Source: an optimization exercise on an open RTL-to-GDS flow (aim: small area). Production flows keep margins and buffers that such runs may drop.
In this exercise RTL edits were held to simulation tests only and were not proved equivalent to the original.
Power and IR drop assume default switching activity. The flow treats the clock pin as an ideal source, which a real chip does not have.

==> design.v <==
module rf_wmux #(
  parameter int W = 32
) (
  input  logic         en,
  input  logic         en_n,
  input  logic [W-1:0] a,
  input  logic [W-1:0] q,
  output logic [W-1:0] d
);
  assign d = ({W{en}} & a) | ({W{en_n}} & q);
endmodule
module rf_aoi #(
  parameter int N = 3
) (
  input  logic [N-1:0] s,
  input  logic [N-1:0] d,
  output logic         y
);
  assign y = ~|(s & d);
endmodule
module rf_nand #(
  parameter int N = 4
) (
  input  logic [N-1:0] a,
  output logic         y
);
  assign y = ~&a;
endmodule
module rf_or #(
  parameter int N = 3
) (
  input  logic [N-1:0] a,
  output logic         y
);
  assign y = |a;
endmodule
module rf_tail #(
  parameter int NG = 2,
  parameter int NT = 2
) (
  input  logic [NG-1:0] g,
  input  logic [NT-1:0] s,
  input  logic [NT-1:0] d,
  output logic          y
);
  assign y = ~&g | |(s & d);
endmodule
module rf_rdbit #(
  parameter int NT = 32
) (
  input  logic [NT-1:0] s,
  input  logic [NT-1:0] d,
  output logic          y
);
  localparam int NL = (NT % 3 == 2) ? 2 : 0;   
  localparam int NA = NT - NL;                  
  localparam int NG = (NA + 2) / 3;             
  localparam int NN = (NG + 3) / 4;             
  logic [NG-1:0] g_n;
  logic [NN-1:0] h;
  genvar g;
  generate
    for (g = 0; g < NG; g++) begin : g_aoi
      localparam int LO = 3 * g;
      localparam int CN = (NA - LO < 3) ? NA - LO : 3;
      rf_aoi #(.N(CN)) u_aoi (.s(s[LO +: CN]), .d(d[LO +: CN]), .y(g_n[g]));
    end
    for (g = 0; g < NN; g++) begin : g_nand
      localparam int LO = 4 * g;
      localparam int CN = (NG - LO < 4) ? NG - LO : 4;
      if (NL != 0 && g == NN - 1) begin : g_t
        rf_tail #(.NG(CN), .NT(NL)) u_tail (
          .g(g_n[LO +: CN]), .s(s[NA +: NL]), .d(d[NA +: NL]), .y(h[g])
        );
      end else begin : g_nd
        rf_nand #(.N(CN)) u_nand (.a(g_n[LO +: CN]), .y(h[g]));
      end
    end
  endgenerate
  rf_or #(.N(NN)) u_or (.a(h), .y(y));
endmodule
module regfile_mp #(
  parameter int XLEN     = 32,
  parameter int NREG     = 32,
  parameter int NRP      = 2,
  parameter int BYPASS   = 1,
  parameter int ZERO_REG = 1,
  localparam int AW      = $clog2(NREG)
) (
  input  logic                clk,
  input  logic                rst,
  input  logic [NRP*AW-1:0]   ra,
  output logic [NRP*XLEN-1:0] rd,
  input  logic                we,
  input  logic [AW-1:0]       wa,
  input  logic [XLEN-1:0]     wd,
  input  logic                iss_v,
  input  logic [AW-1:0]       iss_rd,
  output logic [NRP-1:0]      busy,
  output logic [AW:0]         pend_cnt
);
  localparam int R0 = (ZERO_REG != 0) ? 1 : 0;   
  localparam int NR = NREG - R0;                 
  localparam int NB = (BYPASS != 0) ? 1 : 0;
  localparam int NT = NR + NB;                   
  logic [XLEN-1:0] x_q [NREG];
  logic [NREG-1:0] vld_q;
  logic [NREG-1:0] pend_q;
  logic [NREG-1:0] wr_dec;
  logic [NREG-1:0] iss_dec;
  genvar gi, gp, gb;
  generate
    for (gi = 0; gi < NREG; gi++) begin : g_reg
      if (gi < R0) begin : g_zero
        assign wr_dec[gi]  = 1'b0;
        assign iss_dec[gi] = 1'b0;
        assign x_q[gi]     = '0;
        assign vld_q[gi]   = 1'b0;
        assign pend_q[gi]  = 1'b0;
      end else begin : g_real
        logic [XLEN-1:0] dat_q;
        logic [XLEN-1:0] dat_d;
        logic            vld;
        logic            pend;
        logic            wr_n;
        assign wr_dec[gi]  = we    && (wa     == AW'(gi));
        assign iss_dec[gi] = iss_v && (iss_rd == AW'(gi));
        assign wr_n        = !wr_dec[gi];
        for (gb = 0; gb < XLEN; gb++) begin : g_wb
          rf_wmux #(.W(1)) u_wmux (
            .en(wr_dec[gi]), .en_n(wr_n), .a(wd[gb]), .q(dat_q[gb]), .d(dat_d[gb])
          );
        end
        always_ff @(posedge clk) begin
          dat_q <= dat_d;
        end
        always_ff @(posedge clk or posedge rst) begin
          if (rst) begin
            vld  <= 1'b0;
            pend <= 1'b0;
          end else begin
            vld  <= vld | wr_dec[gi];
            pend <= iss_dec[gi] | (pend & wr_n);
          end
        end
        assign x_q[gi]    = dat_q;
        assign vld_q[gi]  = vld;
        assign pend_q[gi] = pend;
      end
    end
  endgenerate
  logic wr_ok;
  assign wr_ok = |wr_dec;
  always_comb begin
    pend_cnt = '0;
    for (int r = 0; r < NREG; r++) begin
      pend_cnt = pend_cnt + (AW+1)'(pend_q[r]);
    end
  end
  generate
    for (gp = 0; gp < NRP; gp++) begin : g_rp
      logic [AW-1:0] ra_i;
      logic          byp_hit;
      logic [NT-1:0] sel;
      assign ra_i    = ra[gp*AW +: AW];
      assign byp_hit = (BYPASS != 0) && wr_ok && (wa == ra_i);
      for (gi = 0; gi < NR; gi++) begin : g_sel
        assign sel[NB + gi] = (ra_i == AW'(gi + R0)) && vld_q[gi + R0] && !byp_hit;
      end
      if (NB != 0) begin : g_bsel
        assign sel[0] = byp_hit;
      end
      assign busy[gp] = pend_q[ra_i] && !byp_hit;
      for (gb = 0; gb < XLEN; gb++) begin : g_bit
        logic [NT-1:0] dat;
        if (NB != 0) begin : g_bdat
          assign dat[0] = wd[gb];
        end
        for (gi = 0; gi < NR; gi++) begin : g_dat
          assign dat[NB + gi] = x_q[gi + R0][gb];
        end
        rf_rdbit #(.NT(NT)) u_rd (.s(sel), .d(dat), .y(rd[gp*XLEN + gb]));
      end
    end
  endgenerate
endmodule
==> run.sh <==
#!/bin/bash
# synth_recipe.tcl (not shown) runs the flow's synth.tcl, then flattens the netlist and writes it again
# the make line also repeats each setting of config.mk as NAME=value (left out here)
make -C /OpenROAD-flow-scripts/flow DESIGN_CONFIG=/design/flow/config.mk WORK_HOME=/design/flow/orfs CLKGATE_MAP_FILE= SYNTH_SCRIPT=/design/flow/synth_recipe.tcl finish
==> config.mk <==
export PLATFORM = sky130hd
export DESIGN_NAME = regfile_mp
export DESIGN_NICKNAME = regfile_mp
export VERILOG_FILES = /design/flow/design.v
export SDC_FILE = /design/flow/constraint.sdc
export NUM_CORES = 4
export LEC_CHECK = 0
export CAP_MARGIN = 20
export CORE_MARGIN = 2
export CORE_UTILIZATION = 30
export SLEW_MARGIN = 20
export SYNTH_HIERARCHICAL = 1
==> constraint.sdc <==
create_clock -name core_clock -period 8.0 [get_ports {clk}]
set_input_delay 1.6000 -clock core_clock [delete_from_list [all_inputs] [get_ports {clk}]]
set_output_delay 1.6000 -clock core_clock [all_outputs]
set_load 0.01 [all_outputs]
==> out/metrics.yaml, run 1 <==
synth:
  synthCells: 3414
  ys_seq_area_frac: 0.5148
  synth.avg_cell_area_sq_um: 12.18
  ys_seq_elements: 1054
  synth.distinct_cells: 48
  ys_async_sr_fraction: 0.05882
  synthesis.area_sq_um: 41590
  synthTopCellsByCount: "1004 x a22o_1, 992 x dfxtp_1, 640 x a222oi_1"
  synth.net_count: 3500
  yosys_warnings: 8
  synth_area_leaders: "dfxtp_1 48%, a22o_1 21%, a222oi_1 15%"
  synth_top_area_cell: "dfxtp_1"
  synth_edf_count: 0
  synth.most_common_cell: "a22o_1"
  synth_top_area_share: 0.4775
  dominantRegCellSynth: "dfxtp_1"
sta:
  tightest_slew_ns: 1.229
  finalCriticalPeriod_ns: 7.751
  fin_tns_setup_ns: 0
  setup_violations: 0
  maxSlewViolCount: 0
  hold_viol: 0
  fmax_mhz: 129.0
  rsz0062_at_grt: "no"
  fin_crit_sh: 0.9689
  finClkSkew_ns: 0
  relSlewSlack: 0.1807
worst_hold_path:
  holdCritStartpoint: "g_reg[25].g_real.vld"
  holdPathEnd: "g_reg[25].g_real.vld"
  worstHoldPathType: "reg -> reg"
  hold_depth: 1
global_route:
  antenna_found_initial: 18
  grt_use_met1: 0.3629
  grt_pass1_vias: 38780
  overflow: 0
  use_met2: 0.3709
  use_met3: 0.09397
  track_usage: 0.2706
  grt_pass1_wl_um: 284900
  busiest_layer: "met2"
  grt_max_degree: 63
power:
  total_power_mw: 17.30
  power.leakage_nw: 20.27
  power-per-cell-area_nw_per_um2: 344.7
  ir_drop_mv: 2.401
worst_setup_path:
  path_class: "reg -> out"
  arrival_ns: 6.15
  startpoint_type: "flip-flop"
  end_kind: "output port"
  reg2reg_from: "g_reg[6].g_real.pend"
  rr_worst_depth: 1
  required_ns: 6.40
  reg2reg_to: "g_reg[6].g_real.pend"
  ff2ff_setup_slack_ns: 7.20
  critPathMaxFanout: 4
cts:
  cts_resized: 0
  hold_buffers: 0
  cts_tree: "yes"
  clockBufferDepth: 3
  insertion_delay_ns: 0.70
  clock_sinks: 1054
  cts_root_buf: "clkbuf_16"
  postCtsSetupBuffers: 0
  numCtsBuffers: 109
  htreeDepth: 3
  cts.clk_slew.worst_paths_ns: 0.06
floorplanning:
  design.die.area_sq_um: 141600
  die_h_um: 376.3
  core_sq_um: 137500
  dieWidth_um: 376.3
  io-pin-count: 128
  rows: 136
  start_util: 0.3025
finish:
  layout.cells.non_filler: 5677
  postLayoutCoreUtil: 0.3650
  fin_nets: 3870
  syn_to_final_growth_pct: 20.68
  drive_above_1_share: 0.1145
run:
  drv_cap: 0
route:
  ant_nets: 0
  wl_per_cell_um: 35.46
  vias: 41020
  drt-initial-drc-count: 9741
  drc_errors: 0
  drt_pass1_iterations: 14
  routed_wl_um: 201300
  vias_per_cell: 7.226
placement:
  place.gp.congestion: 0.9175
  hpwl_um: 119000
  port_buffers: 127
  dp_cells: 5467
status:
  outcome: "no timing/DRC/antenna violations"
[stage by stage]
step	worst slack [ns]	area, sq um	hold slack, ns
4_1_cts	0.2226	50170	0.4749
6_report	0.2489	50190	0.4756
3_3_place_gp	0.5588	46340	0.4559
5_1_grt	0.01318	50180	0.4898
3_5_place_dp	0.5423	46340	0.4570
2_1_floorplan	1.849	41590	0.4403
[placed cells by master, fill, tap and decap left out, types with 6 or more instances in the layout]
| cell | count |
|---|---|
| dfxtp_1 | 992 |
| bufinv_16 | 13 |
| a22oi_1 | 67 |
| o2bb2ai_1 | 14 |
| and3_1 | 11 |
| nor2b_1 | 13 |
| dfrtp_1 | 62 |
| nand2_2 | 31 |
| nor2_1 | 15 |
| nand4_1 | 129 |
| diode_2 | 6 |
| nand2_1 | 13 |
| a311oi_1 | 8 |
| inv_1 | 67 |
| and3_2 | 39 |
| clkinv_2 | 26 |
| mux4_2 | 14 |
| xor2_1 | 9 |
| a222oi_1 | 640 |
| clkdlybuf4s50_1 | 127 |
| clkinvlp_4 | 6 |
| a22o_1 | 1004 |
| nand3_1 | 66 |
| clkbuf_16 | 111 |
| ha_1 | 7 |
| or2_2 | 7 |
| fa_1 | 23 |
| clkbuf_1 | 16 |
| buf_4 | 146 |
| or3_1 | 64 |
| and4_1 | 13 |
| nand2b_1 | 36 |
| clkbuf_8 | 23 |
[how the worst max path moves through the flow]
| stage | start | cells past startpoint | slack [ns] | to |
|---|---|---|---|---|
| finish | g_reg[12].g_real.pend | 17 | 0.25 | pend_cnt[4] |
| global route | g_reg[26].g_real.pend | 17 | 0.01 | pend_cnt[4] |
| CTS | g_reg[12].g_real.pend | 17 | 0.22 | pend_cnt[4] |
| detailed placement | ra[7] | 11 | 0.54 | rd[37] |
| global placement | wa[0] | 10 | 0.56 | rd[4] |
| floorplan | g_reg[24].g_real.pend | 16 | 1.85 | pend_cnt[4] |
[sequential cells by signal, summed over array words and instances, names as in the netlist]
name            cells
g.g_real.dat_q    992
g.g_real.pend      31
g.g_real.vld       31
[logic make-up after synthesis]
| family | Yosys count | synth area share |
|---|---|---|
| compound gates | 1757 | 0.3879 |
| simple gates | 456 | 0.06486 |
| buf+inv | 89 | 0.008544 |
| mux | 16 | 0.008123 |
| xor+xnor | 12 | 0.002527 |
| flops | 1054 | 0.5148 |
| fa+ha+maj | 30 | 0.01318 |
[metal layers]
metal	wire length [um]	share of wire
met2	79240	0.39
met1	76640	0.38
met5	125	0.00062
met4	14190	0.070
met3	31090	0.15
[power by group]
group,total [mW],internal (mW),switching [mW]
combinational,4.66,2.37,2.29
sequential,7.18,6.32,0.866
clock,5.46,3.18,2.28
[worst max-delay path, stage by stage (launching register included)]
cell and delay, ns:
dfrtp_1 0.44, fa_1 0.58, inv_1 0.05, fa_1 0.48, inv_1 0.06, fa_1 0.52, fa_1 0.44, fa_1 0.50
inv_1 0.05, fa_1 0.50, fa_1 0.26, inv_1 0.09, fa_1 0.45, nand2_1 0.08, nand2_1 0.05, a21oi_1 0.16
xnor2_1 0.15, clkdlybuf4s50_1 0.62
[layout make-up]
| type | count | area, sq um |
|---|---|---|
| Tap cell | 1794 | 2245 |
| Timing Repair Buffer | 278 | 2467 |
| Inverter | 70 | 262.8 |
| Sequential cell | 1054 | 21410 |
| Fill cell | 13350 | 87300 |
| Clock buffer | 150 | 3154 |
| Clock inverter | 54 | 683.2 |
| Antenna cell | 6 | 15.01 |
| Multi-Input combinational cell | 2271 | 19950 |
==> run 2: changes to the inputs <==
--- a/design.v
+++ b/design.v
@@ -80,2 +80,75 @@
   rf_or #(.N(NN)) u_or (.a(h), .y(y));
+endmodule
+module rf_wen (
+  input  logic lo,
+  input  logic hi,
+  output logic en,
+  output logic en_n
+);
+  rf_nand2 u_n (.a(lo), .b(hi), .y(en_n));
+  rf_inv   u_i (.a(en_n), .y(en));
+endmodule
+module rf_nand2 (
+  input  logic a,
+  input  logic b,
+  output logic y
+);
+  assign y = ~(a & b);
+endmodule
+module rf_inv (
+  input  logic a,
+  output logic y
+);
+  assign y = ~a;
+endmodule
+module rf_and3 (
+  input  logic a,
+  input  logic b,
+  input  logic c,
+  output logic y
+);
+  assign y = a & b & c;
+endmodule
+module rf_or2 (
+  input  logic a,
+  input  logic b,
+  output logic y
+);
+  assign y = a | b;
+endmodule
+module rf_fa (
+  input  logic a,
+  input  logic b,
+  input  logic c,
+  output logic s,
+  output logic co
+);
+  assign {co, s} = {1'b0, a} + {1'b0, b} + {1'b0, c};
+endmodule
+module rf_popc #(
+  parameter int K = 5
+) (
+  input  logic [(1<<K)-2:0] a,
+  output logic [K-1:0]      y
+);
+  generate
+    if (K == 1) begin : g_one
+      assign y = a;
+    end else begin : g_rec
+      localparam int H = (1 << (K-1)) - 1;
+      logic [K-2:0] ylo, yhi;
+      logic [K-1:0] c;
+      rf_popc #(.K(K-1)) u_lo (.a(a[H-1:0]),   .y(ylo));
+      rf_popc #(.K(K-1)) u_hi (.a(a[2*H-1:H]), .y(yhi));
+      assign c[0] = a[2*H];
+      genvar i;
+      for (i = 0; i < K-1; i++) begin : g_fa
+        if (i == K-2) begin : g_last
+          rf_fa u_fa (.a(ylo[i]), .b(yhi[i]), .c(c[i]), .s(y[i]), .co(y[K-1]));
+        end else begin : g_mid
+          rf_fa u_fa (.a(ylo[i]), .b(yhi[i]), .c(c[i]), .s(y[i]), .co(c[i+1]));
+        end
+      end
+    end
+  endgenerate
 endmodule
@@ -105,2 +178,5 @@
   localparam int NT = NR + NB;                   
+  localparam int HB = AW - 2;                    
+  localparam int NH = 1 << HB;
+  localparam int PK = $clog2(NR + 1);            
   logic [XLEN-1:0] x_q [NREG];
@@ -108,5 +184,15 @@
   logic [NREG-1:0] pend_q;
-  logic [NREG-1:0] wr_dec;
-  logic [NREG-1:0] iss_dec;
+  logic [3:0]    w_lo, i_lo;
+  logic [NH-1:0] w_hi, i_hi;
   genvar gi, gp, gb;
+  generate
+    for (gi = 0; gi < 4; gi++) begin : g_lo
+      assign w_lo[gi] = we    && (wa[1:0]     == 2'(gi));
+      assign i_lo[gi] = iss_v && (iss_rd[1:0] == 2'(gi));
+    end
+    for (gi = 0; gi < NH; gi++) begin : g_hi
+      assign w_hi[gi] = (wa[AW-1:2]     == HB'(gi));
+      assign i_hi[gi] = (iss_rd[AW-1:2] == HB'(gi));
+    end
+  endgenerate
   generate
@@ -114,4 +200,2 @@
       if (gi < R0) begin : g_zero
-        assign wr_dec[gi]  = 1'b0;
-        assign iss_dec[gi] = 1'b0;
         assign x_q[gi]     = '0;
@@ -124,9 +208,14 @@
         logic            pend;
+        logic            wr;
         logic            wr_n;
-        assign wr_dec[gi]  = we    && (wa     == AW'(gi));
-        assign iss_dec[gi] = iss_v && (iss_rd == AW'(gi));
-        assign wr_n        = !wr_dec[gi];
+        logic            vld_d;
+        logic            pend_d;
+        rf_wen u_wen (.lo(w_lo[gi % 4]), .hi(w_hi[gi / 4]), .en(wr), .en_n(wr_n));
+        rf_or2 u_vld (.a(vld), .b(wr), .y(vld_d));
+        rf_wmux #(.W(1)) u_pend (
+          .en(i_lo[gi % 4]), .en_n(wr_n), .a(i_hi[gi / 4]), .q(pend), .d(pend_d)
+        );
         for (gb = 0; gb < XLEN; gb++) begin : g_wb
           rf_wmux #(.W(1)) u_wmux (
-            .en(wr_dec[gi]), .en_n(wr_n), .a(wd[gb]), .q(dat_q[gb]), .d(dat_d[gb])
+            .en(wr), .en_n(wr_n), .a(wd[gb]), .q(dat_q[gb]), .d(dat_d[gb])
           );
@@ -141,4 +230,4 @@
           end else begin
-            vld  <= vld | wr_dec[gi];
-            pend <= iss_dec[gi] | (pend & wr_n);
+            vld  <= vld_d;
+            pend <= pend_d;
           end
@@ -152,9 +241,8 @@
   logic wr_ok;
-  assign wr_ok = |wr_dec;
-  always_comb begin
-    pend_cnt = '0;
-    for (int r = 0; r < NREG; r++) begin
-      pend_cnt = pend_cnt + (AW+1)'(pend_q[r]);
-    end
-  end
+  assign wr_ok = we && ((ZERO_REG == 0) || (wa != '0));
+  logic [(1<<PK)-2:0] pc_in;
+  logic [PK-1:0]      pc_out;
+  assign pc_in = {{((1<<PK)-1-NR){1'b0}}, pend_q[NREG-1:R0]};
+  rf_popc #(.K(PK)) u_popc (.a(pc_in), .y(pc_out));
+  assign pend_cnt = (AW+1)'(pc_out);
   generate
@@ -164,6 +252,16 @@
       logic [NT-1:0] sel;
+      logic [3:0]    r_lo;
+      logic [NH-1:0] r_hi;
       assign ra_i    = ra[gp*AW +: AW];
       assign byp_hit = (BYPASS != 0) && wr_ok && (wa == ra_i);
+      for (gi = 0; gi < 4; gi++) begin : g_lo
+        assign r_lo[gi] = (ra_i[1:0] == 2'(gi)) && !byp_hit;
+      end
+      for (gi = 0; gi < NH; gi++) begin : g_hi
+        assign r_hi[gi] = (ra_i[AW-1:2] == HB'(gi));
+      end
       for (gi = 0; gi < NR; gi++) begin : g_sel
-        assign sel[NB + gi] = (ra_i == AW'(gi + R0)) && vld_q[gi + R0] && !byp_hit;
+        rf_and3 u_sel (
+          .a(r_lo[(gi + R0) % 4]), .b(r_hi[(gi + R0) / 4]), .c(vld_q[gi + R0]), .y(sel[NB + gi])
+        );
       end
--- a/config.mk
+++ b/config.mk
@@ -9,3 +9,5 @@
 export CORE_MARGIN = 2
-export CORE_UTILIZATION = 30
+export CORE_UTILIZATION = 50
+export CTS_CLUSTER_DIAMETER = 100
+export CTS_CLUSTER_SIZE = 30
 export SLEW_MARGIN = 20
==> out/metrics.yaml, run 2 <==
power:
  total_power_mw: 13.17
  power-per-cell-area_nw_per_um2: 282.8
  power.leakage_nw: 19.14
  ir_drop_mv: 0.7902
floorplanning:
  design.die.area_sq_um: 85160
  start_util: 0.5044
  dieWidth_um: 291.8
  die_h_um: 291.8
  rows: 105
  core_sq_um: 82110
  io-pin-count: 128
synth:
  synth.distinct_cells: 37
  yosys_warnings: 8
  synth.net_count: 3452
  dominantRegCellSynth: "dfxtp_1"
  synthCells: 3370
  synth_top_area_share: 0.4795
  synthesis.area_sq_um: 41420
  synth.avg_cell_area_sq_um: 12.29
  synthTopCellsByCount: "1023 x a22o_1, 992 x dfxtp_1, 640 x a222oi_1"
  ys_seq_area_frac: 0.5169
  ys_async_sr_fraction: 0.05882
  ys_seq_elements: 1054
  synth_top_area_cell: "dfxtp_1"
  synth_area_leaders: "dfxtp_1 48%, a22o_1 22%, a222oi_1 15%"
  synth.most_common_cell: "a22o_1"
  synth_edf_count: 0
worst_setup_path:
  crit_family: "simple AND/OR/NAND/NOR gates"
  slowest_delay_ns: 1.11
  ff2ff_setup_slack_ns: 7.20
  path_class: "in -> out"
  arrival_ns: 6.49
  end_kind: "output port"
  critPathBufInv: 2
  critPathMaxFanout: 32
  crit_chain: "clkdlybuf4s50_1 -> nor3_1 -> a21bo_2 -> nor4_4 -> nor3_1 -> and3_2 -> a222oi_1 -> nand4_1 -> or3_1 -> clkdlybuf4s50_1"
  crit_slowest_cell: "and3_2"
  startpoint_type: "input port"
  required_ns: 6.40
placement:
  port_buffers: 126
  hpwl_um: 119300
  place.gp.congestion: 0.9415
  placed_cell_area_sq_um: 45310
global_route:
  track_usage: 0.4605
  grt_pass1_vias: 40320
  grt_max_degree: 63
  grt_pass1_wl_um: 288900
  overflow: 0
  antenna_found_initial: 10
status:
  outcome: "complete, but fails checks"
  violations: "negative setup slack"
sta:
  finalCriticalPeriod_ns: 8.094
  setup_violations: 2
  maxSlewViolCount: 0
  fmax_mhz: 123.5
  finClkSkew_ns: 0
  relSlewSlack: 0.1955
  fin_tns_setup_ns: -0.1220
  rsz0062_at_grt: "no"
  timing.final.ws_setup_ns: -0.09420
  fin_crit_sh: 1.012
  hold_ws_ns: 0.4894
  tightest_slew_ns: 1.203
  hold_viol: 0
cts:
  cts_tree: "yes"
  postCtsSetupBuffers: 0
  numCtsBuffers: 42
  cts.clk_slew.worst_paths_ns: 0.11
  clock_sinks: 1054
  cts_root_buf: "clkbuf_16"
  insertion_delay_ns: 0.63
  clockBufferDepth: 3
  htreeDepth: 2
finish:
  fin_nets: 3780
  most-common-layout-cells: "1023 x a22o_1, 992 x dfxtp_1, 640 x a222oi_1"
  multi_input_area_sq_um: 19710
  regArea_sq_um: 21410
  layout_commonest_cell: "a22o_1"
  top_regs: "g.g_real.dat_q: 992 flops, g.g_real.pend: 31 flops, g.g_real.vld: 31 flops"
  fillers: 6785
  postLayoutCoreUtil: 0.5671
  syn_to_final_growth_pct: 12.43
  final_area_sq_um: 46570
  largest_register_ffs: 992
  drive_above_1_share: 0.08138
  largest_register: "g.g_real.dat_q"
route:
  drt_pass1_iterations: 14
  vias: 41880
  routed_wl_um: 205600
  wl_per_cell_um: 42.98
  drc_errors: 0
  drt-initial-drc-count: 9590
  vias_per_cell: 8.756
  ant_nets: 0
run:
  drv_cap: 0
worst_hold_path:
  worstHoldPathType: "reg -> reg"
run 2: stage by stage:
stage,worst slack (ns),instances
3_3_place_gp,0.2939,4723
2_1_floorplan,1.661,3370
4_1_cts,0.2404,4780
5_1_grt,0.01158,4781
6_report,-0.09420,4783
3_5_place_dp,0.2385,4723
run 2: worst paths after layout:
kind                                       start                     to  depth (start not counted)
max in group asynchronous                    rst    g_reg[2].g_real.vld                          3
min                         g_reg[15].g_real.vld   g_reg[15].g_real.vld                          1
min reg2reg                 g_reg[15].g_real.vld   g_reg[15].g_real.vld                          1
max reg2reg                g_reg[12].g_real.pend  g_reg[12].g_real.pend                          1
max                                        wa[3]                 rd[62]                         10
min in group asynchronous                    rst  g_reg[26].g_real.pend                          3
run 2: repair_timing:
| action | CTS | global route |
|---|---|---|
| hold buffers | 0 | 0 |
| endpoints found under the setup margin | 0 | 2 |
| gates resized for setup | 0 | 3 |
run 2: Yosys stat by module, one instance, submodules excluded, a selection:
module	cell area [sq um]	cells inside	copies in the design
rf_or2	6.256	1	31
rf_and3	6.256	1	62
rf_fa	20.02	1	26
rf_nand2	3.754	1	31
regfile_mp	22600	1190	1
rf_inv	3.754	1	31
run 2: layer usage:
| layer | wire, um | vias to the layer above | part of all wire | GRT usage |
|---|---|---|---|---|
| met3 | 34120 | 906 | 0.17 | 0.1608 |
| met5 | 58 | - | 0.00028 | 0.007941 |
| met2 | 82890 | 4318 | 0.40 | 0.6459 |
| met1 | 71430 | 20550 | 0.35 | 0.5905 |
| met4 | 17060 | 6 | 0.083 | 0.3198 |
| li1 | - | 16100 | - | - |
run 2: kinds of logic after synthesis:
family	after synthesis	share of synthesized area
AO/OA/AOI/OAI	1736	0.3849
flip-flops	1054	0.5169
AND/OR/NAND/NOR	455	0.06570
buffers and inverters	68	0.009002
adder cells (fa/ha/maj)	26	0.01257
multiplexers	20	0.008700
XOR/XNOR	10	0.002115
other	1	0.00009054
run 2: power breakdown:
group	total, mW	internal (mW)	switching [mW]
clock	2.83	1.07	1.76
sequential	7.19	6.31	0.881
combinational	3.15	1.72	1.43
total	13.2	9.10	4.07
run 2: area by class of cell:
class / count / area share
flip-flops and latches: 1054 / 0.4598
multi-input cells: 2248 / 0.4232
repair buffers: 320 / 0.05933
well taps: 1070 / 0.02875
clock buffers: 50 / 0.02434
inverters: 32 / 0.002579
clock inverters: 7 / 0.001961
diodes: 2 / 0.0001075
==> run 3: changes to the inputs <==
--- a/config.mk
+++ b/config.mk
@@ -12,2 +12,3 @@
 export CTS_CLUSTER_SIZE = 30
+export SETUP_SLACK_MARGIN = 1.0
 export SLEW_MARGIN = 20
==> out/metrics.yaml, run 3 <==
worst_setup_path:
  end_kind: "output port"
  critPathBufInv: 4
  cp_common_cell: "clkdlybuf4s50_1"
  arrival_ns: 5.46
  path_class: "in -> out"
  reg2reg_from: "g_reg[23].g_real.vld"
  crit_family: "simple AND/OR/NAND/NOR gates"
  crit_slowest_cell: "or3_4"
  crit_chain: "clkdlybuf4s50_1 -> xnor2_1 -> nand3_1 -> nor4_4 -> buf_6 -> and3b_2 -> buf_12 -> and3_4 -> a222oi_1 -> nand4_1 -> or3_4 -> clkdlybuf4s50_1"
  rr_worst_depth: 1
  ff2ff_setup_slack_ns: 7.02
  critPathMaxFanout: 21
  startpoint_type: "input port"
  required_ns: 6.40
  slowest_delay_ns: 0.57
  reg2reg_to: "g_reg[23].g_real.vld"
finish:
  fillers: 6764
  largest_register: "g.g_real.dat_q"
  syn_to_final_growth_pct: 13.69
  top_regs: "g.g_real.dat_q: 992 flops, g.g_real.pend: 31 flops, g.g_real.vld: 31 flops"
  largest_register_ffs: 992
  layout_commonest_cell: "a22o_1"
  fin_nets: 3795
  regArea_sq_um: 21410
  multi_input_area_sq_um: 20050
  drive_above_1_share: 0.09635
  most-common-layout-cells: "1023 x a22o_1, 992 x dfxtp_1, 640 x a222oi_1"
sta:
  finClkSkew_ns: 0
  setup_violations: 0
  fin_tns_setup_ns: 0
  hold_viol: 0
  relSlewSlack: 0.1871
  rsz0062_at_grt: "yes"
  maxSlewViolCount: 0
  fin_crit_sh: 0.8826
  finalCriticalPeriod_ns: 7.061
  tightest_slew_ns: 1.215
  fmax_mhz: 141.6
floorplanning:
  io-pin-count: 128
  start_util: 0.5044
  rows: 105
  design.die.area_sq_um: 85160
  core_sq_um: 82110
  die_h_um: 291.8
  dieWidth_um: 291.8
cts:
  cts.clk_slew.worst_paths_ns: 0.11
  cts_tree: "yes"
  numCtsBuffers: 42
  clockBufferDepth: 3
  hold_buffers: 0
  clock_sinks: 1054
  insertion_delay_ns: 0.64
  cts_root_buf: "clkbuf_16"
  htreeDepth: 2
synth:
  yosys_warnings: 8
  synthesis.area_sq_um: 41420
  synthTopCellsByCount: "1023 x a22o_1, 992 x dfxtp_1, 640 x a222oi_1"
  synthCells: 3370
  ys_seq_elements: 1054
  ys_async_sr_fraction: 0.05882
  synth.distinct_cells: 37
  synth_top_area_share: 0.4795
  synth.avg_cell_area_sq_um: 12.29
  dominantRegCellSynth: "dfxtp_1"
  ys_seq_area_frac: 0.5169
  synth_area_leaders: "dfxtp_1 48%, a22o_1 22%, a222oi_1 15%"
  synth.most_common_cell: "a22o_1"
  synth.net_count: 3452
  synth_top_area_cell: "dfxtp_1"
  synth_edf_count: 0
route:
  ant_nets: 0
  drt_pass1_iterations: 15
  drt-initial-drc-count: 9674
  vias_per_cell: 8.755
  wl_per_cell_um: 43.51
  drc_errors: 0
  routed_wl_um: 208900
  vias: 42030
status:
  outcome: "no timing/DRC/antenna violations"
placement:
  hpwl_um: 119300
  port_buffers: 126
  place.gp.congestion: 0.9415
power:
  ir_drop_mv: 0.7953
  total_power_mw: 13.22
  power-per-cell-area_nw_per_um2: 280.7
  power.leakage_nw: 19.34
worst_hold_path:
  holdPathEnd: "g_reg[28].g_real.vld"
  holdCritStartpoint: "g_reg[28].g_real.vld"
  worstHoldPathType: "reg -> reg"
  hold_depth: 1
run:
  drv_cap: 0
global_route:
  grt_pass1_wl_um: 292300
  grt_pass1_vias: 40560
  grt_max_degree: 63
  antenna_found_initial: 15
  track_usage: 0.4666
  overflow: 0
run 3: cell counts after synthesis:
No cell type changed its count.
run 3: cell type report:
class,count,share of cell area
repair buffers,330,0.06234
inverters,32,0.002551
multi-input cells,2253,0.4257
well taps,1070,0.02843
clock buffers,50,0.02407
diodes,5,0.0002657
clock inverters,7,0.001940
flip-flops and latches,1054,0.4547
run 3: through the flow:
stage	cells	hold slack [ns]	setup WS, ns	utilization	instance area, sq um
5_1_grt	4798	0.5121	0.9311	0.5734	47080
4_1_cts	4791	0.4877	0.8562	0.5720	46960
2_1_floorplan	3370	0.4394	1.661	-	41420
3_3_place_gp	4723	0.4542	0.2939	0.5518	45310
3_5_place_dp	4723	0.4590	0.2385	0.5518	45310
6_report	4801	0.4889	0.9389	0.5735	47090
run 3: worst max-delay path by stage:
stage / start / end / slack (ns) / cells past startpoint
2_1_floorplan: ra[0] / rd[0] / 1.66 / 10
3_3_place_gp: wa[3] / rd[62] / 0.29 / 10
3_5_place_dp: wa[3] / rd[30] / 0.24 / 10
4_1_cts: ra[9] / rd[35] / 0.86 / 11
5_1_grt: ra[9] / rd[62] / 0.93 / 12
6_report: ra[9] / rd[62] / 0.94 / 12
run 3: modules after synthesis (local to each module, per instance), excerpt:
module | times used | flops+latches
rf_inv | 31 | 0
rf_fa | 26 | 0
rf_and3 | 62 | 0
regfile_mp | 1 | 1054
rf_or2 | 31 | 0
rf_nand2 | 31 | 0
run 3: routing by layer:
metal | global-route usage | share of wire | vias up | routed length (um)
met1 | 0.5956 | 0.34 | 20540 | 71960
met3 | 0.1727 | 0.17 | 1006 | 35900
met4 | 0.3225 | 0.086 | 12 | 18050
met2 | 0.6515 | 0.40 | 4335 | 82840
met5 | 0.002269 | 0.00071 | - | 149
li1 | - | - | 16150 | -
run 3: cell families (layout without fill, tap and decap cells):
group,Yosys count,count (layout),share of synthesized area
DFF,1054,1054,0.5169
other,1,6,0.00009054
buffers and inverters,68,419,0.009002
AOI/OAI and AO/OA,1736,1736,0.3849
and+or+nand+nor,455,460,0.06570
muxes,20,20,0.008700
xor gates and xnor gates,10,10,0.002115
adders and majority gates,26,26,0.01257
run 3: what timing repair did:
action,in CTS,in global routing
gates resized for setup,124,19
setup buffers,7,2
gates cloned,4,2
setup endpoints to repair,64,41
pin swaps,114,26
run 3: report_power, final:
group          total (mW)  switching, mW  internal, mW
Sequential           7.20          0.896          6.31
Combinational        3.18           1.44          1.73
Clock                2.83           1.77          1.07
Total                13.2           4.11          9.11
==> run 4: changes to the inputs <==
--- a/design.v
+++ b/design.v
@@ -87,17 +87,4 @@
 );
-  rf_nand2 u_n (.a(lo), .b(hi), .y(en_n));
-  rf_inv   u_i (.a(en_n), .y(en));
-endmodule
-module rf_nand2 (
-  input  logic a,
-  input  logic b,
-  output logic y
-);
-  assign y = ~(a & b);
-endmodule
-module rf_inv (
-  input  logic a,
-  output logic y
-);
-  assign y = ~a;
+  assign en   = lo & hi;
+  assign en_n = ~(lo & hi);
 endmodule
==> flow/run.sh (new file) <==
#!/bin/bash
# Layout flow: the standard ORFS flow (standard.sh: unchanged synthesis,
# floorplan, power grid and tap cells) with these changes:
#  * port buffers use the smallest buffer, sky130_fd_sc_hd__buf_1, so every
#    input and output port still gets its own buffer;
#  * before repair_design (PRE_RESIZE hook, flow/presize.tcl) the drivers of
#    high-fanout nets get a stronger variant of the same cell, so
#    repair_design does not need to buffer those nets;
#  * clock tree synthesis clusters up to 30 flip-flops within 100 um per leaf
#    buffer and inserts no dummy loads.
# Each tool's full output stays in orfs/logs/ (ORFS writes one log per step);
# make's own output goes to flow_make.log in the work folder.
set -euo pipefail
cd "$(dirname "$0")/.."
bash standard.sh \
  "BUFFER_PORTS_ARGS=-buffer_cell sky130_fd_sc_hd__buf_1" \
  "PRE_RESIZE_TCL=$PWD/flow/presize.tcl" \
  "CTS_ARGS=-sink_clustering_enable -repair_clock_nets -sink_clustering_size 30 -sink_clustering_max_diameter 100 -dont_use_dummy_load" \
  finish > flow_make.log 2>&1
==> flow/presize.tcl (new file) <==
# Before repair_design: give the drivers of high-fanout nets a stronger
# variant of the same cell (same function and pins), so repair_design does
# not need to insert buffers on those nets.
proc my_upsize_fanout_drivers {} {
  set db [ord::get_db]
  set block [ord::get_db_block]
  set n 0
  foreach net [$block getNets] {
    if {[$net getSigType] != "SIGNAL"} continue
    set drv ""
    set loads 0
    foreach it [$net getITerms] {
      if {[$it isOutputSignal]} { set drv $it } else { incr loads }
    }
    incr loads [llength [$net getBTerms]]
    if {$drv == "" || $loads < 10} continue
    set inst [$drv getInst]
    set m [[$inst getMaster] getName]
    if {![regexp {^(sky130_fd_sc_hd__[a-z0-9]+)_([0-9]+)$} $m -> base sz]} continue
    set want [expr {$loads >= 48 ? 4 : 2}]
    if {$sz >= $want} continue
    set new [$db findMaster ${base}_$want]
    if {$new == "NULL"} continue
    $inst swapMaster $new
    incr n
  }
  puts "my_upsize_fanout_drivers: upsized $n drivers"
}
my_upsize_fanout_drivers
==> standard.sh (new file) <==
#!/bin/bash
# synth_recipe.tcl (not shown) runs the flow's synth.tcl, then flattens the netlist and writes it again
# the make line also repeats each setting of config.mk as NAME=value (left out here)
make -C /OpenROAD-flow-scripts/flow DESIGN_CONFIG=/design/flow/config.mk WORK_HOME=/design/flow/orfs CLKGATE_MAP_FILE= SYNTH_SCRIPT=/design/flow/synth_recipe.tcl "${@:-finish}"
--- a/config.mk
+++ b/config.mk
@@ -9,6 +9,4 @@
 export CORE_MARGIN = 2
-export CORE_UTILIZATION = 50
-export CTS_CLUSTER_DIAMETER = 100
-export CTS_CLUSTER_SIZE = 30
-export SETUP_SLACK_MARGIN = 1.0
+export CORE_UTILIZATION = 70
+export GPL_TIMING_DRIVEN = 0
 export SLEW_MARGIN = 20
removed: run.sh
==> out/metrics.yaml, run 4 <==
power:
  total_power_mw: 12.42
  power-per-cell-area_nw_per_um2: 279.3
  ir_drop_mv: 1.856
  power.leakage_nw: 17.95
worst_hold_path:
  worstHoldPathType: "reg -> reg"
run:
  drv_cap: 0
finish:
  most-common-layout-cells: "1023 x a22o_1, 992 x dfxtp_1, 640 x a222oi_1"
  layout_commonest_cell: "a22o_1"
  syn_to_final_growth_pct: 7.155
  fin_nets: 3624
  top_regs: "g.g_real.dat_q: 992 flops, g.g_real.pend: 31 flops, g.g_real.vld: 31 flops"
  drive_above_1_share: 0.07599
  largest_register: "g.g_real.dat_q"
  fillers: 3936
  largest_register_ffs: 992
  postLayoutCoreUtil: 0.7563
synth:
  ys_async_sr_fraction: 0.05882
  synthCells: 3370
  ys_seq_elements: 1054
  synthTopCellsByCount: "1023 x a22o_1, 992 x dfxtp_1, 640 x a222oi_1"
  synth_top_area_cell: "dfxtp_1"
  synth_top_area_share: 0.4786
  yosys_warnings: 8
  synthesis.area_sq_um: 41500
  synth_edf_count: 0
  ys_seq_area_frac: 0.5160
  synth.most_common_cell: "a22o_1"
  synth.avg_cell_area_sq_um: 12.31
  synth_area_leaders: "dfxtp_1 48%, a22o_1 22%, a222oi_1 15%"
  synth.net_count: 3452
  synth.distinct_cells: 37
  dominantRegCellSynth: "dfxtp_1"
worst_setup_path:
  slowest_delay_ns: 1.07
  arrival_ns: 6.57
  ff2ff_setup_slack_ns: 7.20
  critPathMaxFanout: 32
  crit_chain: "buf_4 -> nor3_1 -> a21bo_2 -> nor4_4 -> buf_6 -> nor3b_1 -> and3_2 -> a222oi_1 -> nand4_1 -> or3_1 -> buf_1"
  path_class: "in -> out"
  end_kind: "output port"
  required_ns: 6.40
  crit_slowest_cell: "and3_2"
  startpoint_type: "input port"
cts:
  cts_tree: "yes"
  cts_resized: 0
  postCtsSetupBuffers: 0
  cts.clk_slew.worst_paths_ns: 0.10
  numCtsBuffers: 41
  htreeDepth: 2
  cts_root_buf: "clkbuf_16"
  clock_sinks: 1054
  clockBufferDepth: 3
  hold_buffers: 0
  insertion_delay_ns: 0.63
placement:
  place.gp.congestion: 1.039
  pre_cts_ws_ns: 0.6258
  hpwl_um: 96900
  port_buffers: 117
route:
  wl_per_cell_um: 42.95
  vias_per_cell: 9.857
  ant_nets: 0
  drt_pass1_iterations: 15
  drt-initial-drc-count: 11770
  routed_wl_um: 185900
  vias: 42670
  drc_errors: 0
floorplanning:
  start_util: 0.7058
  design.die.area_sq_um: 61240
  rows: 89
  die_h_um: 247.5
  io-pin-count: 128
  core_sq_um: 58800
  dieWidth_um: 247.5
sta:
  hold_viol: 0
  finalCriticalPeriod_ns: 8.174
  finClkSkew_ns: 0
  hold_ws_ns: 0.4932
  setup_violations: 2
  fin_crit_sh: 1.022
  relSlewSlack: 0.08137
  fmax_mhz: 122.3
  fin_tns_setup_ns: -0.1901
  timing.final.ws_setup_ns: -0.1745
  maxSlewViolCount: 0
  tightest_slew_ns: 1.378
  rsz0062_at_grt: "no"
global_route:
  track_usage: 0.5843
  grt_pass1_wl_um: 263600
  grt_pass1_vias: 40900
  overflow: 0
  grt_max_degree: 63
  antenna_found_initial: 21
status:
  violations: "negative setup slack"
  outcome: "complete, but fails checks"
run 4: cell count changes in the layout (fill, tap and decap cells not counted), moves of 31 or more:
cell,before,now
buf_2,0,36
clkdlybuf4s50_1,88,0
dlygate4sd2_1,32,0
inv_1,31,0
and3_2,4,58
buf_1,0,85
buf_4,181,25
and3_1,40,5
run 4: cells by family after synthesis:
family / synth area share
AO/OA/AOI/OAI: 0.3842
flip-flops: 0.5160
AND/OR/NAND/NOR: 0.07026
buffers and inverters: 0.006181
adder cells (fa/ha/maj): 0.01254
multiplexers: 0.008684
XOR/XNOR: 0.002111
other: 0.00009037
run 4: critical path, delay by kind of cell:
| kind | cells | cell delay, ns |
|---|---|---|
| AO/OA/AOI/OAI | 2 | 0.64 |
| buffers and inverters | 3 | 0.49 |
| AND/OR/NAND/NOR | 6 | 3.82 |
run 4: layout make-up:
cell class	instances	area (sq um)	area share
Timing Repair Buffer	129	653.1	0.01469
Tap cell	773	967.2	0.02175
Inverter	1	6.256	0.0001407
Antenna cell	16	40.04	0.0009004
Clock buffer	41	1026	0.02307
Buffer	36	260.3	0.005853
Multi-Input combinational cell	2279	20100	0.4521
Sequential cell	1054	21410	0.4815
run 4: modules after synthesis, one instance, submodules excluded, excerpt:
module      cells  flip-flops and latches
regfile_mp   1190                    1054
rf_and3         1                       0
rf_fa           1                       0
rf_or2          1                       0
rf_wen          2                       0
run 4: metrics by stage:
step	std cells	area [sq um]
after floorplan	3370	41500
after global placement	4260	42900
after detailed placement	4268	43240
after CTS	4309	44270
after global routing	4317	44440
final	4329	44470
run 4: report_power, final:
part / internal [mW] / switching (mW) / total [mW]
clock network: 0.931 / 1.63 / 2.56
logic: 1.29 / 1.38 / 2.66
registers: 6.31 / 0.887 / 7.19
total: 8.52 / 3.90 / 12.4
run 4: layer usage:
metal / track usage / wire [um]
met5: 0.03100 / 141
met4: 0.4893 / 20450
met3: 0.3151 / 37540
met2: 0.7686 / 70530
met1: 0.6889 / 57270
run 4: final timing paths:
check,startpoint,to,depth (start not counted)
max,wa[4],rd[61],11
min,g_reg[16].g_real.vld,g_reg[16].g_real.vld,1
max reg2reg,g_reg[14].g_real.pend,g_reg[14].g_real.pend,1
min reg2reg,g_reg[16].g_real.vld,g_reg[16].g_real.vld,1
max in group asynchronous,rst,g_reg[25].g_real.pend,2
min in group asynchronous,rst,g_reg[9].g_real.pend,2
==> run 5: changes to the inputs <==
--- a/design.v
+++ b/design.v
@@ -87,4 +87,17 @@
 );
-  assign en   = lo & hi;
-  assign en_n = ~(lo & hi);
+  rf_nand2 u_n (.a(lo), .b(hi), .y(en_n));
+  rf_inv   u_i (.a(en_n), .y(en));
+endmodule
+module rf_nand2 (
+  input  logic a,
+  input  logic b,
+  output logic y
+);
+  assign y = ~(a & b);
+endmodule
+module rf_inv (
+  input  logic a,
+  output logic y
+);
+  assign y = ~a;
 endmodule
--- a/flow/run.sh
+++ b/flow/run.sh
@@ -3,2 +3,5 @@
 # floorplan, power grid and tap cells) with these changes:
+#  * before global placement (PRE_GLOBAL_PLACE hook, flow/pregpl.tcl) the
+#    buffers synthesis inserted are removed, as ORFS's timing-driven
+#    placement mode does, before the ports are buffered;
 #  * port buffers use the smallest buffer, sky130_fd_sc_hd__buf_1, so every
@@ -8,3 +11,3 @@
 #    repair_design does not need to buffer those nets;
-#  * clock tree synthesis clusters up to 30 flip-flops within 100 um per leaf
+#  * clock tree synthesis clusters up to 25 flip-flops within 80 um per leaf
 #    buffer and inserts no dummy loads.
@@ -15,5 +18,6 @@
 bash standard.sh \
+  "PRE_GLOBAL_PLACE_TCL=$PWD/flow/pregpl.tcl" \
   "BUFFER_PORTS_ARGS=-buffer_cell sky130_fd_sc_hd__buf_1" \
   "PRE_RESIZE_TCL=$PWD/flow/presize.tcl" \
-  "CTS_ARGS=-sink_clustering_enable -repair_clock_nets -sink_clustering_size 30 -sink_clustering_max_diameter 100 -dont_use_dummy_load" \
+  "CTS_ARGS=-sink_clustering_enable -repair_clock_nets -sink_clustering_size 25 -sink_clustering_max_diameter 80 -dont_use_dummy_load" \
   finish > flow_make.log 2>&1
==> flow/pregpl.tcl (new file) <==
# Before global placement (and before the ports are buffered): remove the
# buffers synthesis inserted, as ORFS does in its timing-driven placement
# mode, so that repair_design later buffers nets as the placement needs.
remove_buffers
--- a/flow/presize.tcl
+++ b/flow/presize.tcl
@@ -1,4 +1,3 @@
-# Before repair_design: give the drivers of high-fanout nets a stronger
-# variant of the same cell (same function and pins), so repair_design does
-# not need to insert buffers on those nets.
+# Before repair_design: give the drivers of high-fanout nets a stronger variant of the same cell
+# (same function and pins), so repair_design need not buffer those nets.
 proc my_upsize_fanout_drivers {} {
@@ -28,2 +27,3 @@
 }
+
 my_upsize_fanout_drivers
--- a/config.mk
+++ b/config.mk
@@ -9,4 +9,5 @@
 export CORE_MARGIN = 2
-export CORE_UTILIZATION = 70
+export CORE_UTILIZATION = 50
 export GPL_TIMING_DRIVEN = 0
+export SETUP_SLACK_MARGIN = 0.8
 export SLEW_MARGIN = 20
==> out/metrics.yaml, run 5 <==
cts:
  insertion_delay_ns: 0.64
  numCtsBuffers: 51
  postCtsSetupBuffers: 0
  clock_sinks: 1054
  htreeDepth: 2
  cts_root_buf: "clkbuf_16"
  clockBufferDepth: 3
  hold_buffers: 0
  cts.clk_slew.worst_paths_ns: 0.07
  cts_tree: "yes"
placement:
  placed_cell_area_sq_um: 43440
  place.gp.congestion: 0.8809
  hpwl_um: 105800
  pre_cts_ws_ns: 0.5991
  port_buffers: 126
finish:
  drive_above_1_share: 0.07435
  final_area_sq_um: 45070
  syn_to_final_growth_pct: 8.809
  fin_nets: 3608
  layout_commonest_cell: "a22o_1"
  postLayoutCoreUtil: 0.5489
  multi_input_area_sq_um: 20180
  fillers: 6899
  largest_register: "g.g_real.dat_q"
  top_regs: "g.g_real.dat_q: 992 flops, g.g_real.pend: 31 flops, g.g_real.vld: 31 flops"
  regArea_sq_um: 21410
  largest_register_ffs: 992
  most-common-layout-cells: "1023 x a22o_1, 992 x dfxtp_1, 640 x a222oi_1"
sta:
  fin_crit_sh: 0.9046
  finalCriticalPeriod_ns: 7.237
  rsz0062_at_grt: "yes"
  timing.final.ws_setup_ns: 0.7629
  hold_ws_ns: 0.4982
  maxSlewViolCount: 0
  fmax_mhz: 138.2
  relSlewSlack: 0.1016
  hold_viol: 0
  setup_violations: 0
  tightest_slew_ns: 1.348
  finClkSkew_ns: 0
synth:
  synth.net_count: 3452
  synth_top_area_share: 0.4795
  ys_async_sr_fraction: 0.05882
  synth_area_leaders: "dfxtp_1 48%, a22o_1 22%, a222oi_1 15%"
  synthesis.area_sq_um: 41420
  synth.most_common_cell: "a22o_1"
  synth_top_area_cell: "dfxtp_1"
  dominantRegCellSynth: "dfxtp_1"
  synthTopCellsByCount: "1023 x a22o_1, 992 x dfxtp_1, 640 x a222oi_1"
  ys_seq_elements: 1054
  synth.avg_cell_area_sq_um: 12.29
  ys_seq_area_frac: 0.5169
  synth_edf_count: 0
  synth.distinct_cells: 37
  synthCells: 3370
  yosys_warnings: 8
worst_hold_path:
  worstHoldPathType: "reg -> reg"
  holdCritStartpoint: "g_reg[31].g_real.vld"
worst_setup_path:
  path_class: "in -> out"
  arrival_ns: 5.64
  critPathLaunch: "ra[5]"
  required_ns: 6.40
  slowest_delay_ns: 0.65
  crit_slowest_cell: "and3_2"
  startpoint_type: "input port"
  end_kind: "output port"
  reg2reg_from: "g_reg[23].g_real.pend"
  crit_chain: "buf_2 -> xnor2_1 -> nand3_1 -> nor4_4 -> and3b_1 -> and3_2 -> a222oi_1 -> nand4_1 -> or3_1 -> buf_1"
  critPathMaxFanout: 32
status:
  outcome: "no timing/DRC/antenna violations"
floorplanning:
  dieWidth_um: 291.8
  core_sq_um: 82110
  design.die.area_sq_um: 85160
  start_util: 0.5044
  die_h_um: 291.8
  io-pin-count: 128
  rows: 105
power:
  power.leakage_nw: 18.24
  total_power_mw: 12.73
  power-per-cell-area_nw_per_um2: 282.5
  ir_drop_mv: 0.8996
global_route:
  grt_max_degree: 63
  track_usage: 0.4592
  overflow: 0
  grt_pass1_wl_um: 285600
  grt_pass1_vias: 40610
  antenna_found_initial: 16
route:
  drt_pass1_iterations: 14
  highest_layer: "met5"
  vias: 41200
  wl_met1_um: 69500
  ant_nets: 0
  routed_wl_um: 206500
  vias_per_cell: 8.959
  drt-initial-drc-count: 9736
  wl_met2_um: 83620
  wl_per_cell_um: 44.89
  wl_met3_um: 34250
  drc_errors: 0
run:
  drv_cap: 0
[run 5: cell families after synthesis]
logic type,Yosys count,synth area share
AO/OA/AOI/OAI,1736,0.3849
flip-flops,1054,0.5169
AND/OR/NAND/NOR,455,0.06570
buffers and inverters,68,0.009002
adder cells (fa/ha/maj),26,0.01257
multiplexers,20,0.008700
XOR/XNOR,10,0.002115
other,1,0.00009054
[run 5: layout make-up]
| cell class | count | share of cell area |
|---|---|---|
| timing repair buffer | 139 | 0.01613 |
| antenna | 5 | 0.0002776 |
| multi-input combinational | 2248 | 0.4477 |
| clock buffer | 51 | 0.02832 |
| inverter | 32 | 0.002749 |
| sequential | 1054 | 0.4751 |
| tap | 1070 | 0.02971 |
[run 5: repair_timing]
action,in CTS,in global routing
pin swaps,0,2
setup endpoints to repair,44,64
gates resized for setup,22,27
[run 5: path summary, 6_finish.rpt]
kind                                         end  slack, ns  depth (start not counted)
max                                       rd[52]       0.76                         10
min                         g_reg[31].g_real.vld       0.50                          1
max reg2reg                g_reg[23].g_real.pend       7.23                          1
min reg2reg                 g_reg[31].g_real.vld       0.50                          1
max in group asynchronous  g_reg[27].g_real.pend       6.35                          2
min in group asynchronous   g_reg[17].g_real.vld       1.11                          2
[run 5: worst max-delay path, delay by kind of cell]
kind	cells	cell delay, ns
simple gates	6	2.84
buf+inv	2	0.54
compound gates	1	0.44
xor+xnor	1	0.18
[run 5: modules after synthesis, one instance, submodules excluded, a selection]
module / cell area (sq um) / flops+latches / cells inside / copies in the design
regfile_mp: 22600 / 1054 / 1190 / 1
rf_and3: 6.256 / 0 / 1 / 62
rf_fa: 20.02 / 0 / 1 / 26
rf_or2: 6.256 / 0 / 1 / 31
rf_inv: 3.754 / 0 / 1 / 31
rf_nand2: 3.754 / 0 / 1 / 31
[run 5: per-stage QoR]
stage	TNS, ns	cells
6_report	0	4599
5_1_grt	0	4597
4_1_cts	0	4591
3_5_place_dp	0	4540
3_3_place_gp	-123.92	4530
2_1_floorplan	0	3370
[run 5: per-layer routing]
metal  track usage  vias up
li1              -    15780
met1        0.5678    20050
met2        0.6474     4222
met3        0.1674     1139
met4        0.3542       14
met5      0.009643        -
[run 5: power breakdown]
part | internal (mW) | total (mW) | switching [mW] | leakage [nW]
Clock | 1.14 | 2.86 | 1.72 | 0.629
Sequential | 6.31 | 7.17 | 0.867 | 8.99
Combinational | 1.29 | 2.69 | 1.40 | 8.62
==> run 6: changes to the inputs <==
--- a/flow/run.sh
+++ b/flow/run.sh
@@ -11,3 +11,3 @@
 #    repair_design does not need to buffer those nets;
-#  * clock tree synthesis clusters up to 25 flip-flops within 80 um per leaf
+#  * clock tree synthesis clusters up to 20 flip-flops within 70 um per leaf
 #    buffer and inserts no dummy loads.
@@ -21,3 +21,3 @@
   "PRE_RESIZE_TCL=$PWD/flow/presize.tcl" \
-  "CTS_ARGS=-sink_clustering_enable -repair_clock_nets -sink_clustering_size 25 -sink_clustering_max_diameter 80 -dont_use_dummy_load" \
+  "CTS_ARGS=-sink_clustering_enable -repair_clock_nets -sink_clustering_size 20 -sink_clustering_max_diameter 70 -dont_use_dummy_load" \
   finish > flow_make.log 2>&1
==> out/metrics.yaml, run 6 <==
synth:
  dominantRegCellSynth: "dfxtp_1"
  synthTopCellsByCount: "1023 x a22o_1, 992 x dfxtp_1, 640 x a222oi_1"
  ys_async_sr_fraction: 0.05882
  synth_top_area_cell: "dfxtp_1"
  ys_seq_elements: 1054
  synthCells: 3370
  synth_edf_count: 0
  synth_top_area_share: 0.4795
  yosys_warnings: 8
  synthesis.area_sq_um: 41420
  synth.net_count: 3452
  ys_seq_area_frac: 0.5169
  synth.avg_cell_area_sq_um: 12.29
  synth.most_common_cell: "a22o_1"
  synth_area_leaders: "dfxtp_1 48%, a22o_1 22%, a222oi_1 15%"
  synth.distinct_cells: 37
power:
  power-per-cell-area_nw_per_um2: 286.8
  pwr-share-seq: 0.552
  internal-power_mw: 8.944
  comb_power_share: 0.207
  p_clk_frac: 0.241
  ir_drop_mv: 0.8993
  power.leakage_nw: 18.35
  netSwitchingPower_mw: 4.045
  swShare: 0.3114
route:
  routed_wl_um: 206900
  ant_nets: 0
  drc_errors: 0
  drt-initial-drc-count: 9941
  drt_pass1_iterations: 15
  vias: 41510
  wl_per_cell_um: 44.89
  vias_per_cell: 9.003
placement:
  hpwl_um: 105800
  dp_cells: 4540
  port_buffers: 126
  place.gp.congestion: 0.8809
  pre_cts_ws_ns: 0.5991
cts:
  cts_tree: "yes"
  htreeDepth: 2
  insertion_delay_ns: 0.66
  cts.clk_slew.worst_paths_ns: 0.07
  clockBufferDepth: 3
  cts_root_buf: "clkbuf_16"
  numCtsBuffers: 61
  clock_sinks: 1054
  postCtsSetupBuffers: 0
worst_setup_path:
  required_ns: 6.40
  critPathMaxFanout: 32
  arrival_ns: 5.61
  end_kind: "output port"
  startpoint_type: "input port"
  path_class: "in -> out"
finish:
  syn_to_final_growth_pct: 9.350
  largest_register: "g.g_real.dat_q"
  fin_nets: 3616
  fillers: 6894
  drive_above_1_share: 0.07644
  regArea_sq_um: 21410
  layout_commonest_cell: "a22o_1"
  top_regs: "g.g_real.dat_q: 992 flops, g.g_real.pend: 31 flops, g.g_real.vld: 31 flops"
  most-common-layout-cells: "1023 x a22o_1, 992 x dfxtp_1, 640 x a222oi_1"
  largest_register_ffs: 992
  layout.cells.non_filler: 4610
  multi_input_area_sq_um: 20170
sta:
  hold_ws_ns: 0.4876
  timing.final.ws_setup_ns: 0.7875
  relSlewSlack: 0.1085
  hold_viol: 0
  tightest_slew_ns: 1.337
  fin_crit_sh: 0.9016
  setup_violations: 0
  finalCriticalPeriod_ns: 7.212
  finClkSkew_ns: 0
  rsz0062_at_grt: "no"
  fmax_mhz: 138.6
  maxSlewViolCount: 0
floorplanning:
  design.die.area_sq_um: 85160
  dieWidth_um: 291.8
  die_h_um: 291.8
  rows: 105
  core_sq_um: 82110
  io-pin-count: 128
  start_util: 0.5044
global_route:
  overflow: 0
  track_usage: 0.4607
  grt_pass1_vias: 40870
  grt_pass1_wl_um: 286900
  grt_max_degree: 63
  antenna_found_initial: 15
run:
  drv_cap: 0
worst_hold_path:
  worstHoldPathType: "reg -> reg"
status:
  outcome: "no timing/DRC/antenna violations"
## run 6: worst paths after layout
| kind | startpoint | endpoint | slack, ns | cells past startpoint |
|---|---|---|---|---|
| min reg2reg | g_reg[7].g_real.vld | g_reg[7].g_real.vld | 0.49 | 1 |
| max reg2reg | g_reg[13].g_real.pend | g_reg[13].g_real.pend | 7.23 | 1 |
| max | ra[5] | rd[46] | 0.79 | 10 |
| min | g_reg[7].g_real.vld | g_reg[7].g_real.vld | 0.49 | 1 |
| max in group asynchronous | rst | g_reg[3].g_real.pend | 6.34 | 2 |
| min in group asynchronous | rst | g_reg[31].g_real.vld | 1.06 | 2 |
## run 6: area by class of cell
class,count,share of cell area
inverters,32,0.002790
repair buffers,137,0.01533
diodes,8,0.0004420
multi-input cells,2248,0.4454
well taps,1070,0.02956
flip-flops and latches,1054,0.4727
clock buffers,61,0.03370
## run 6: worst max-delay path, stage by stage
cell and delay, ns:
buf_2 0.39, xnor2_1 0.18, nand3_1 0.14, nor4_4 0.48
and3b_1 0.38, and3_2 0.64, a222oi_1 0.55, nand4_1 0.49
or3_1 0.56, buf_1 0.17
## run 6: kinds of logic (layout without fill, tap and decap cells)
kind of cell / Yosys count / in the layout / share of synthesized area
xor+xnor: 10 / 10 / 0.002115
buf+inv: 68 / 230 / 0.009002
other cells: 1 / 9 / 0.00009054
flops: 1054 / 1054 / 0.5169
simple gates: 455 / 455 / 0.06570
compound gates: 1736 / 1736 / 0.3849
fa+ha+maj: 26 / 26 / 0.01257
mux: 20 / 20 / 0.008700
## run 6: repair_timing
| item | in CTS | in global routing |
|---|---|---|
| hold buffers | 0 | 0 |
| pin swaps | 0 | 0 |
| resized for setup | 30 | 17 |
| endpoints found under the setup margin | 46 | 64 |
## run 6: per-layer routing
metal,routed length [um],track usage
met2,83790,0.6516
met3,34660,0.1734
met4,19270,0.3617
met1,69170,0.5627
met5,29,0
## run 6: power groups by stage
| stage | clock network, mW | logic [mW] | registers (mW) |
|---|---|---|---|
| 2_1_floorplan | 0 | 1.85 | 6.99 |
| 3_3_place_gp | 0 | 2.60 | 7.12 |
| 3_5_place_dp | 0 | 2.66 | 7.22 |
| 4_1_cts | 3.11 | 2.69 | 7.12 |
| 5_1_grt | 3.30 | 2.87 | 7.28 |
| 6_report | 3.12 | 2.69 | 7.18 |
## run 6: per-stage QoR
| step | util | setup TNS [ns] | area, sq um | power, mW |
|---|---|---|---|---|
| 3_3_place_gp | 0.5234 | -123.92 | 42980 | 9.712 |
| 4_1_cts | 0.5490 | 0 | 45080 | 12.91 |
| 6_report | 0.5516 | 0 | 45290 | 12.99 |
| 2_1_floorplan | - | 0 | 41420 | 8.845 |
| 3_5_place_dp | 0.5290 | 0 | 43440 | 9.882 |
| 5_1_grt | 0.5514 | 0 | 45280 | 13.45 |
## run 6: modules after synthesis (local to each module, per instance), a selection
module	flip-flops and latches	copies in the design	cell area [sq um]
rf_nand2	0	31	3.754
rf_inv	0	31	3.754
regfile_mp	1054	1	22600
rf_or2	0	31	6.256
rf_fa	0	26	20.02
rf_and3	0	62	6.256
==> run 7: changes to the inputs <==
--- a/flow/run.sh
+++ b/flow/run.sh
@@ -11,3 +11,3 @@
 #    repair_design does not need to buffer those nets;
-#  * clock tree synthesis clusters up to 20 flip-flops within 70 um per leaf
+#  * clock tree synthesis clusters up to 27 flip-flops within 90 um per leaf
 #    buffer and inserts no dummy loads.
@@ -21,3 +21,3 @@
   "PRE_RESIZE_TCL=$PWD/flow/presize.tcl" \
-  "CTS_ARGS=-sink_clustering_enable -repair_clock_nets -sink_clustering_size 20 -sink_clustering_max_diameter 70 -dont_use_dummy_load" \
+  "CTS_ARGS=-sink_clustering_enable -repair_clock_nets -sink_clustering_size 27 -sink_clustering_max_diameter 90 -dont_use_dummy_load" \
   finish > flow_make.log 2>&1
--- a/config.mk
+++ b/config.mk
@@ -11,3 +11,3 @@
 export GPL_TIMING_DRIVEN = 0
-export SETUP_SLACK_MARGIN = 0.8
+export SETUP_SLACK_MARGIN = 0.5
 export SLEW_MARGIN = 20
==> out/metrics.yaml, run 7 <==
worst_setup_path:
  crit_chain: "buf_2 -> nor3_1 -> a21bo_2 -> nor4_4 -> nor3_1 -> and3_4 -> a222oi_1 -> nand4_1 -> or3_1 -> buf_1"
  startpoint_type: "input port"
  ff2ff_setup_slack_ns: 7.23
  slowest_delay_ns: 1.01
  crit_family: "simple AND/OR/NAND/NOR gates"
  crit_slowest_cell: "nor3_1"
  rr_worst_depth: 1
  required_ns: 6.40
  path_class: "in -> out"
  reg2reg_to: "g_reg[23].g_real.pend"
  critPathMaxFanout: 32
  cp_common_cell: "nor3_1"
  critPathBufInv: 2
  reg2reg_from: "g_reg[23].g_real.pend"
  arrival_ns: 6.02
  end_kind: "output port"
route:
  vias: 41290
  wl_per_cell_um: 45.01
  routed_wl_um: 206900
  vias_per_cell: 8.984
  drc_errors: 0
  ant_nets: 0
  drt-initial-drc-count: 10190
  drt_pass1_iterations: 13
worst_hold_path:
  holdCritStartpoint: "g_reg[18].g_real.vld"
  worstHoldPathType: "reg -> reg"
  holdPathEnd: "g_reg[18].g_real.vld"
  hold_depth: 1
synth:
  synth-xor-area-share: 0.002115
  synth_top_area_cell: "dfxtp_1"
  synth.avg_cell_area_sq_um: 12.29
  synth_compound_gate_area_share: 0.3849
  yosys.area_share.adder: 0.01257
  synth_mux_area_frac: 0.008700
  synth.net_count: 3452
  synth_top_family_by_area: "compound AO/OA/AOI/OAI gates"
  synth_edf_count: 0
  synth_area_leaders: "dfxtp_1 48%, a22o_1 22%, a222oi_1 15%"
  synth.distinct_cells: 37
  yosys_warnings: 8
  ys_seq_area_frac: 0.5169
  synthCells: 3370
  ys_async_sr_fraction: 0.05882
  synthTopCellsByCount: "1023 x a22o_1, 992 x dfxtp_1, 640 x a222oi_1"
  synth.most_common_cell: "a22o_1"
  synth_top_area_share: 0.4795
  synth-simple-area-share: 0.06570
  ys_seq_elements: 1054
  synthesis.area_sq_um: 41420
  dominantRegCellSynth: "dfxtp_1"
finish:
  top_regs: "g.g_real.dat_q: 992 flops, g.g_real.pend: 31 flops, g.g_real.vld: 31 flops"
  fillers: 6922
  layout.cells.non_filler: 4596
  regArea_sq_um: 21410
  layout_commonest_cell: "a22o_1"
  largest_register: "g.g_real.dat_q"
  syn_to_final_growth_pct: 8.289
  fin_nets: 3602
  drive_above_1_share: 0.07192
  multi_input_area_sq_um: 20100
  largest_register_ffs: 992
  most-common-layout-cells: "1023 x a22o_1, 992 x dfxtp_1, 640 x a222oi_1"
cts:
  htreeDepth: 2
  clockBufferDepth: 3
  cts_tree: "yes"
  hold_buffers: 0
  insertion_delay_ns: 0.62
  clock_sinks: 1054
  numCtsBuffers: 46
  cts.clk_slew.worst_paths_ns: 0.10
  cts_root_buf: "clkbuf_16"
power:
  total_power_mw: 12.62
  power.leakage_nw: 18.19
  power-per-cell-area_nw_per_um2: 281.4
  ir_drop_mv: 0.8972
floorplanning:
  io-pin-count: 128
  design.die.area_sq_um: 85160
  core_sq_um: 82110
  start_util: 0.5044
  rows: 105
  dieWidth_um: 291.8
  die_h_um: 291.8
global_route:
  overflow: 0
  grt_pass1_vias: 40470
  grt_max_degree: 63
  antenna_found_initial: 19
  track_usage: 0.4595
  grt_pass1_wl_um: 285600
placement:
  dp_cells: 4540
  port_buffers: 126
  hpwl_um: 105800
  place.gp.congestion: 0.8809
sta:
  hold_viol: 0
  finClkSkew_ns: 0
  relSlewSlack: 0.09089
  setup_violations: 0
  fin_crit_sh: 0.9525
  tightest_slew_ns: 1.364
  finalCriticalPeriod_ns: 7.620
  maxSlewViolCount: 0
  rsz0062_at_grt: "no"
  fmax_mhz: 131.2
  hold_ws_ns: 0.4889
run:
  drv_cap: 0
status:
  outcome: "no timing/DRC/antenna violations"
[run 7: logic make-up after synthesis]
group,Yosys count
other,1
flip-flops,1054
adder cells (fa/ha/maj),26
buffers and inverters,68
multiplexers,20
AND/OR/NAND/NOR,455
XOR/XNOR,10
AO/OA/AOI/OAI,1736
[run 7: area by class of cell]
| cell class | count | share of cell area |
|---|---|---|
| clock buffers | 46 | 0.02566 |
| diodes | 8 | 0.0004463 |
| repair buffers | 138 | 0.01576 |
| well taps | 1070 | 0.02985 |
| inverters | 32 | 0.002790 |
| multi-input cells | 2248 | 0.4481 |
| flip-flops and latches | 1054 | 0.4774 |
[run 7: timing repair]
action | 4_1_cts | 5_1_grt
setup buffers | 0 | 0
gates resized for setup | 0 | 21
setup endpoints to repair | 0 | 63
[run 7: report_power, final]
group | total [mW] | internal (mW) | switching, mW | leakage, nW
Combinational | 2.69 | 1.29 | 1.40 | 8.63
Sequential | 7.17 | 6.31 | 0.866 | 8.99
Clock | 2.76 | 1.04 | 1.73 | 0.567
Total | 12.6 | 8.63 | 3.99 | 18.2
[run 7: per-module statistics from Yosys (local to each module, per instance), a selection]
| module | cells | times used | cell area [sq um] |
|---|---|---|---|
| rf_or2 | 1 | 31 | 6.256 |
| regfile_mp | 1190 | 1 | 22600 |
| rf_nand2 | 1 | 31 | 3.754 |
| rf_and3 | 1 | 62 | 6.256 |
| rf_fa | 1 | 26 | 20.02 |
| rf_inv | 1 | 31 | 3.754 |
[run 7: metrics by stage]
step                      TNS [ns]    util  worst slack (ns)  area, sq um
final                            0  0.5462            0.3797        44850
after global routing             0  0.5461            0.5042        44840
after CTS                        0  0.5431            0.5897        44590
after detailed placement         0  0.5290            0.5991        43440
after global placement     -123.92  0.5234            -2.087        42980
after floorplan                  0       -             1.661        41420
[run 7: how the worst max path moves through the flow]
stage,startpoint,endpoint,slack (ns),cells after the start
2_1_floorplan,ra[0],rd[0],1.66,10
3_3_place_gp,ra[5],rd[55],-2.09,10
3_5_place_dp,wa[4],rd[23],0.60,10
4_1_cts,wa[4],rd[23],0.59,10
5_1_grt,wa[4],rd[43],0.50,10
6_report,wa[2],rd[29],0.38,10
[run 7: per-layer routing]
metal | share of wire | routed length, um | vias to the layer above | global-route usage
li1 | - | - | 15750 | -
met1 | 0.34 | 70080 | 20180 | 0.5622
met2 | 0.41 | 84160 | 4261 | 0.6529
met3 | 0.16 | 33820 | 1085 | 0.1761
met4 | 0.090 | 18680 | 16 | 0.3457
met5 | 0.00053 | 110 | - | 0.004538

==> separate check: timing with driven ports <==
Ports are ideal in the flow. The routed layouts listed here were re-timed in OpenROAD. Step 1 assumes that a clkbuf_16 drives the clock port and a buf_2 every other input. Step 2 also shifts input and output timing later by t, the mid clock arrival at the registers, as if the neighbouring blocks saw the same clock. Slacks: ideal / step 1 / step 2; pairs: ideal / step 1.
| run | t, ns | setup WS [ns] |
|---|---|---|
| run 1 | 0.780 | 0.249 / 0.164 / 0.278 |
| run 2 | 0.716 | -0.094 / -0.123 / -0.123 |
| run 3 | 0.718 | 0.939 / 0.912 / 0.912 |
| run 4 | 0.718 | -0.174 / -0.196 / -0.196 |
| run 5 | 0.712 | 0.763 / 0.731 / 0.731 |
| run 6 | 0.731 | 0.788 / 0.758 / 0.758 |
| run 7 | 0.723 | 0.380 / 0.298 / 0.298 |
